Source: an optimization exercise on an open RTL-to-GDS flow (aim: small area, a short achievable clock period and few clock cycles). Production flows keep margins and buffers that such runs may drop. Where RTL was checked, it was by simulation tests only, not by an equivalence proof against the original. Power is estimated from default activity; no workload was simulated.

== red ==
## shipValidator
module shipValidator
(
	input logic clk,
	input logic rstN,
	input logic enable,
	input logic [14:0] request,
	output logic placed,
	output logic borderConflict,
	output logic memoryConflict,
	output logic conflict
);
For scale: about 1200 cells after synthesis, roughly 140 flip-flops, about 7700 sq um of cells after synthesis.
Settings: LEC_CHECK=0, ABC_AREA=1, CAP_MARGIN=20, CORE_MARGIN=2, CORE_UTILIZATION=40, GPL_TIMING_DRIVEN=0, PLACE_DENSITY=0.6, SETUP_SLACK_MARGIN=1.5, SLEW_MARGIN=20; clock period 6.0 ns.
run.sh (not shown) runs the stock make flow with config.mk's settings and CLKGATE_MAP_FILE= SYNTH_SCRIPT=/design/flow/synth_recipe.tcl, a recipe that flattens the netlist after the stock synthesis.
red: all stages complete, timing, DRC and antenna checks passed
Testbench counts of red, summed over its fixed seeds: cycles 4,608.
Modified inputs, blue compared to red
- SETUP_SLACK_MARGIN now 1.0, was 1.5
- GPL_TIMING_DRIVEN no longer set, was 0
[summary]
red → blue: worst setup slack moved down; detailed route wirelength on metal2 -1600 um; sequential power +about 0.5%. [compare] base=red new=blue: global-route wire length before repair moved down, routed wire length moved down, power consumed by the clock network down about 20%, worst-case hold slack did not really move, clock skew shows no meaningful change. In the reports for blue and red, the smaller post-CTS setup buffer count belongs to blue. According to the power report, total power for blue is lower than for red. Multi-input logic portion of the cell area, blue and red: lower on red.
What green does differently from blue at the input level:
- changing SETUP_SLACK_MARGIN from 1.0 to 1.5
- removing ABC_AREA (formerly 1)
==> comparison <==
- green vs. blue: fraction of area in registers lost 7.6 points; hold slack neither gained nor lost much; highest ir drop seen on vdd lost about 4%; wire length of the first global-routing pass picked up an extra about 46%.
- Against blue, green comes in 9.3 points lower on multi-input logic portion of the cell area.
- Initial DRC count delta (green − blue): unfavourable
- Looking at combinational family with the most area after synthesis, the compound AO/OA/AOI/OAI gates result is from green; the simple AND/OR/NAND/NOR gates one comes from blue.
- Number of stages on the worst setup path (green vs. blue) increases by more than half

========
The RTL this note starts from:
==> flow/design.v <==
package fleetPkg;
	localparam int boardSize = 8;
	localparam int fleetDepth = 11;
	typedef enum logic [2:0]
	{
		submarine = 3'd0,
		cruiser = 3'd1,
		seaplane = 3'd2,
		battleship = 3'd3,
		carrier = 3'd4
	} shipKindT;
endpackage
`timescale 1ns/10ps
module shipCellDecoder
(
	input logic [14:0] request,
	output logic [7:0] rowA,
	output logic [7:0] colA,
	output logic [7:0] rowB,
	output logic [7:0] colB,
	output logic onBoard
);
	logic [2:0] kind;
	logic [3:0] x;
	logic [3:0] y;
	logic direction;
	logic [1:0] orientation;
	logic straight;
	logic isSeaplane;
	logic atLeast2;
	logic atLeast4;
	logic is5;
	logic [7:0] xHot;
	logic [7:0] yHot;
	logic [7:0] xRun;
	logic [7:0] yRun;
	logic xFits;
	logic yFits;
	logic seaplaneFits;
	assign kind = request[14:12];
	assign x = request[10:7];
	assign y = request[6:3];
	assign direction = request[2];
	assign orientation = request[1:0];
	assign isSeaplane = (kind == 3'd2);
	assign straight = (kind == 3'd0) || (kind == 3'd1) || (kind == 3'd3) || (kind == 3'd4);
	assign atLeast2 = (kind == 3'd1) || (kind == 3'd3) || (kind == 3'd4);
	assign atLeast4 = (kind == 3'd3) || (kind == 3'd4);
	assign is5 = (kind == 3'd4);
	always_comb
	begin
		for (int i = 0; i < 8; i++)
		begin
			xHot[i] = (x[2:0] == 3'(i));
			yHot[i] = (y[2:0] == 3'(i));
		end
		for (int i = 0; i < 8; i++)
		begin
			xRun[i] = xHot[i];
			yRun[i] = yHot[i];
			if (i >= 1)
			begin
				xRun[i] = xRun[i] || (atLeast2 && xHot[i-1]);
				yRun[i] = yRun[i] || (atLeast2 && yHot[i-1]);
			end
			if (i >= 2)
			begin
				xRun[i] = xRun[i] || (atLeast4 && xHot[i-2]);
				yRun[i] = yRun[i] || (atLeast4 && yHot[i-2]);
			end
			if (i >= 3)
			begin
				xRun[i] = xRun[i] || (atLeast4 && xHot[i-3]);
				yRun[i] = yRun[i] || (atLeast4 && yHot[i-3]);
			end
			if (i >= 4)
			begin
				xRun[i] = xRun[i] || (is5 && xHot[i-4]);
				yRun[i] = yRun[i] || (is5 && yHot[i-4]);
			end
		end
	end
	assign xFits = !(atLeast2 && x[2:0] == 3'd7) && !(atLeast4 && x[2:0] >= 3'd5)
		&& !(is5 && x[2:0] == 3'd4);
	assign yFits = !(atLeast2 && y[2:0] == 3'd7) && !(atLeast4 && y[2:0] >= 3'd5)
		&& !(is5 && y[2:0] == 3'd4);
	always_comb
	begin
		case (orientation)
			2'd0: seaplaneFits = x[2:0] <= 3'd5 && y[2:0] <= 3'd6;
			2'd1: seaplaneFits = x[2:0] <= 3'd5 && y[2:0] >= 3'd1;
			2'd2: seaplaneFits = x[2:0] <= 3'd6 && y[2:0] <= 3'd5;
			default: seaplaneFits = x[2:0] >= 3'd1 && y[2:0] <= 3'd5;
		endcase
	end
	assign onBoard = !x[3] && !y[3] && (isSeaplane ? seaplaneFits
		: straight && (direction ? yFits : xFits));
	always_comb
	begin
		if (isSeaplane)
		begin
			rowA = orientation[1] ? (yHot | {yHot[5:0], 2'b0}) : yHot;
			colA = orientation[1] ? xHot : (xHot | {xHot[5:0], 2'b0});
			rowB = orientation == 2'd1 ? {1'b0, yHot[7:1]} : {yHot[6:0], 1'b0};
			colB = orientation == 2'd3 ? {1'b0, xHot[7:1]} : {xHot[6:0], 1'b0};
		end
		else
		begin
			rowA = direction ? yRun : yHot;
			colA = direction ? xHot : xRun;
			rowB = '0;
			colB = '0;
		end
	end
endmodule
`timescale 1ns/10ps
module overlapScanner
(
	input logic player,
	input logic [63:0] shipMask,
	input logic [63:0] occupied0,
	input logic [63:0] occupied1,
	output logic hit
);
	logic hit0;
	logic hit1;
	assign hit0 = |(shipMask & occupied0);
	assign hit1 = |(shipMask & occupied1);
	assign hit = player ? hit1 : hit0;
endmodule
`timescale 1ns/10ps
module fleetStore
(
	input logic clk,
	input logic rstN,
	input logic player,
	input logic writeStrobe,
	input logic [63:0] shipMask,
	output logic [63:0] occupied0,
	output logic [63:0] occupied1,
	output logic fleetFull
);
	logic [3:0] count0;
	logic [3:0] count1;
	assign fleetFull = player ? (count1 == 4'(fleetPkg::fleetDepth))
		: (count0 == 4'(fleetPkg::fleetDepth));
	always_ff @(posedge clk or negedge rstN)
	begin
		if (!rstN)
		begin
			occupied0 <= '0;
			occupied1 <= '0;
			count0 <= '0;
			count1 <= '0;
		end
		else if (writeStrobe)
		begin
			if (player)
			begin
				occupied1 <= occupied1 | shipMask;
				count1 <= count1 + 4'd1;
			end
			else
			begin
				occupied0 <= occupied0 | shipMask;
				count0 <= count0 + 4'd1;
			end
		end
	end
endmodule
`timescale 1ns/10ps
module placementControl
(
	input logic clk,
	input logic rstN,
	input logic enable,
	input logic onBoard,
	input logic fleetFull,
	input logic hit,
	output logic writeStrobe,
	output logic placed,
	output logic borderConflict,
	output logic memoryConflict
);
	logic holding;
	logic placedHeld;
	logic placeNow;
	assign placeNow = onBoard && !fleetFull && !hit;
	assign writeStrobe = enable && !holding && placeNow;
	assign placed = enable && (holding ? placedHeld : placeNow);
	assign borderConflict = enable && !onBoard;
	assign memoryConflict = enable && onBoard && (holding ? !placedHeld : (fleetFull || hit));
	always_ff @(posedge clk or negedge rstN)
	begin
		if (!rstN)
		begin
			holding <= 1'b0;
			placedHeld <= 1'b0;
		end
		else
		begin
			holding <= enable;
			if (!holding)
				placedHeld <= placeNow;
		end
	end
endmodule
`timescale 1ns/10ps
module shipValidator
(
	input logic clk,
	input logic rstN,
	input logic enable,
	input logic [14:0] request,
	output logic placed,
	output logic borderConflict,
	output logic memoryConflict,
	output logic conflict
);
	logic [7:0] rowA;
	logic [7:0] colA;
	logic [7:0] rowB;
	logic [7:0] colB;
	logic onBoard;
	logic [63:0] shipMask;
	logic [63:0] occupied0;
	logic [63:0] occupied1;
	logic fleetFull;
	logic hit;
	logic writeStrobe;
	shipCellDecoder decoder
	(
		.request(request),
		.rowA(rowA),
		.colA(colA),
		.rowB(rowB),
		.colB(colB),
		.onBoard(onBoard)
	);
	always_comb
		for (int r = 0; r < 8; r++)
			for (int c = 0; c < 8; c++)
				shipMask[r*8 + c] = (rowA[r] && colA[c]) || (rowB[r] && colB[c]);
	fleetStore store
	(
		.clk(clk),
		.rstN(rstN),
		.player(request[11]),
		.writeStrobe(writeStrobe),
		.shipMask(shipMask),
		.occupied0(occupied0),
		.occupied1(occupied1),
		.fleetFull(fleetFull)
	);
	overlapScanner scanner
	(
		.player(request[11]),
		.shipMask(shipMask),
		.occupied0(occupied0),
		.occupied1(occupied1),
		.hit(hit)
	);
	placementControl control
	(
		.clk(clk),
		.rstN(rstN),
		.enable(enable),
		.onBoard(onBoard),
		.fleetFull(fleetFull),
		.hit(hit),
		.writeStrobe(writeStrobe),
		.placed(placed),
		.borderConflict(borderConflict),
		.memoryConflict(memoryConflict)
	);
	assign conflict = borderConflict | memoryConflict;
endmodule
==> flow/config.mk <==
export PLATFORM = sky130hd
export DESIGN_NAME = shipValidator
export DESIGN_NICKNAME = shipValidator
export VERILOG_FILES = /design/flow/design.v
export SDC_FILE = /design/flow/constraint.sdc
export NUM_CORES = 4
export LEC_CHECK = 0
export CAP_MARGIN = 20
export CORE_MARGIN = 2
export CORE_UTILIZATION = 40
export PLACE_DENSITY = 0.6
export SLEW_MARGIN = 20
==> flow/constraint.sdc <==
create_clock -name core_clock -period 6.0 [get_ports {clk}]
set_input_delay 1.2000 -clock core_clock [delete_from_list [all_inputs] [get_ports {clk}]]
set_output_delay 1.2000 -clock core_clock [all_outputs]
set_load 0.01 [all_outputs]
The baseline completed without violations.
Next try:
--- a/flow/config.mk
+++ b/flow/config.mk
@@ -7,2 +7,3 @@
 export LEC_CHECK = 0
+export ABC_AREA = 1
 export CAP_MARGIN = 20
Fmax is higher by a few percent.
Wire length is lower by well over a third.
Clock-buffer cell count is higher by 2.
Final area is lower by about a fifth.
Non-clock buffer count is lower by 266.
Next try:
--- a/flow/config.mk
+++ b/flow/config.mk
@@ -12,2 +12,3 @@
 export PLACE_DENSITY = 0.6
+export SETUP_SLACK_MARGIN = 1.2
 export SLEW_MARGIN = 20
What happened: Die area stays the same; sequential power barely changes; sequential share of layout area came out lower by 3.5 points; core utilization went up by 5.0 points; synthesized cell count stays the same; maximum frequency went up by 23%; power climbs by 2.7%.
Next try:
--- a/flow/config.mk
+++ b/flow/config.mk
@@ -12,3 +12,3 @@
 export PLACE_DENSITY = 0.6
-export SETUP_SLACK_MARGIN = 1.2
+export SETUP_SLACK_MARGIN = 1.8
 export SLEW_MARGIN = 20
=> Worst setup slack is worse by 57 ps; die area is unchanged; cell count rises slightly; sequential share of layout area rises by 0.13 points; non-clock buffer count rises by 7.
No functional check of the RTL was part of any run of this note.

-- port drivers added, routing unchanged --
The results above use ideal ports. As a check the final layouts listed here were re-extracted and re-timed, cells and wires unchanged.
Step 1 sets driving cells, clkbuf_16 on the clock port and buf_2 on the other inputs (assumed; they add their load-dependent delay and slew).
Step 2 also shifts input and output timing later by t, the mid clock arrival at the registers, as if the neighbouring blocks saw the same clock.
a / b / c = ideal ports / drivers / drivers and shift; a / b = the first two.
| run | t, ns | slack for setup (ns) | cell pins on the clock port's net |
|---|---|---|---|
| red | 0.467 | 1.352 / 1.279 / 1.279 | 1 |
| blue | 0.461 | 1.189 / 1.172 / 1.172 | 1 |
| green | 0.482 | 0.306 / 0.299 / -0.159 | 1 |
| the first run of note 2 | 0.479 | 0.099 / 0.071 / 0.071 | 1 |
| the second run of note 2 | 0.463 | 0.221 / 0.196 / 0.196 | 1 |
| the third run of note 2 | 0.461 | 1.309 / 1.270 / 1.270 | 1 |
| the fourth run of note 2 | 0.475 | 1.253 / 1.223 / 1.223 | 1 |
With both steps, setup timing fails in green, where it was met with ideal ports. The setup slack of green, which loses most, moves by -0.007 ns with the drivers and by -0.465 ns with both steps.
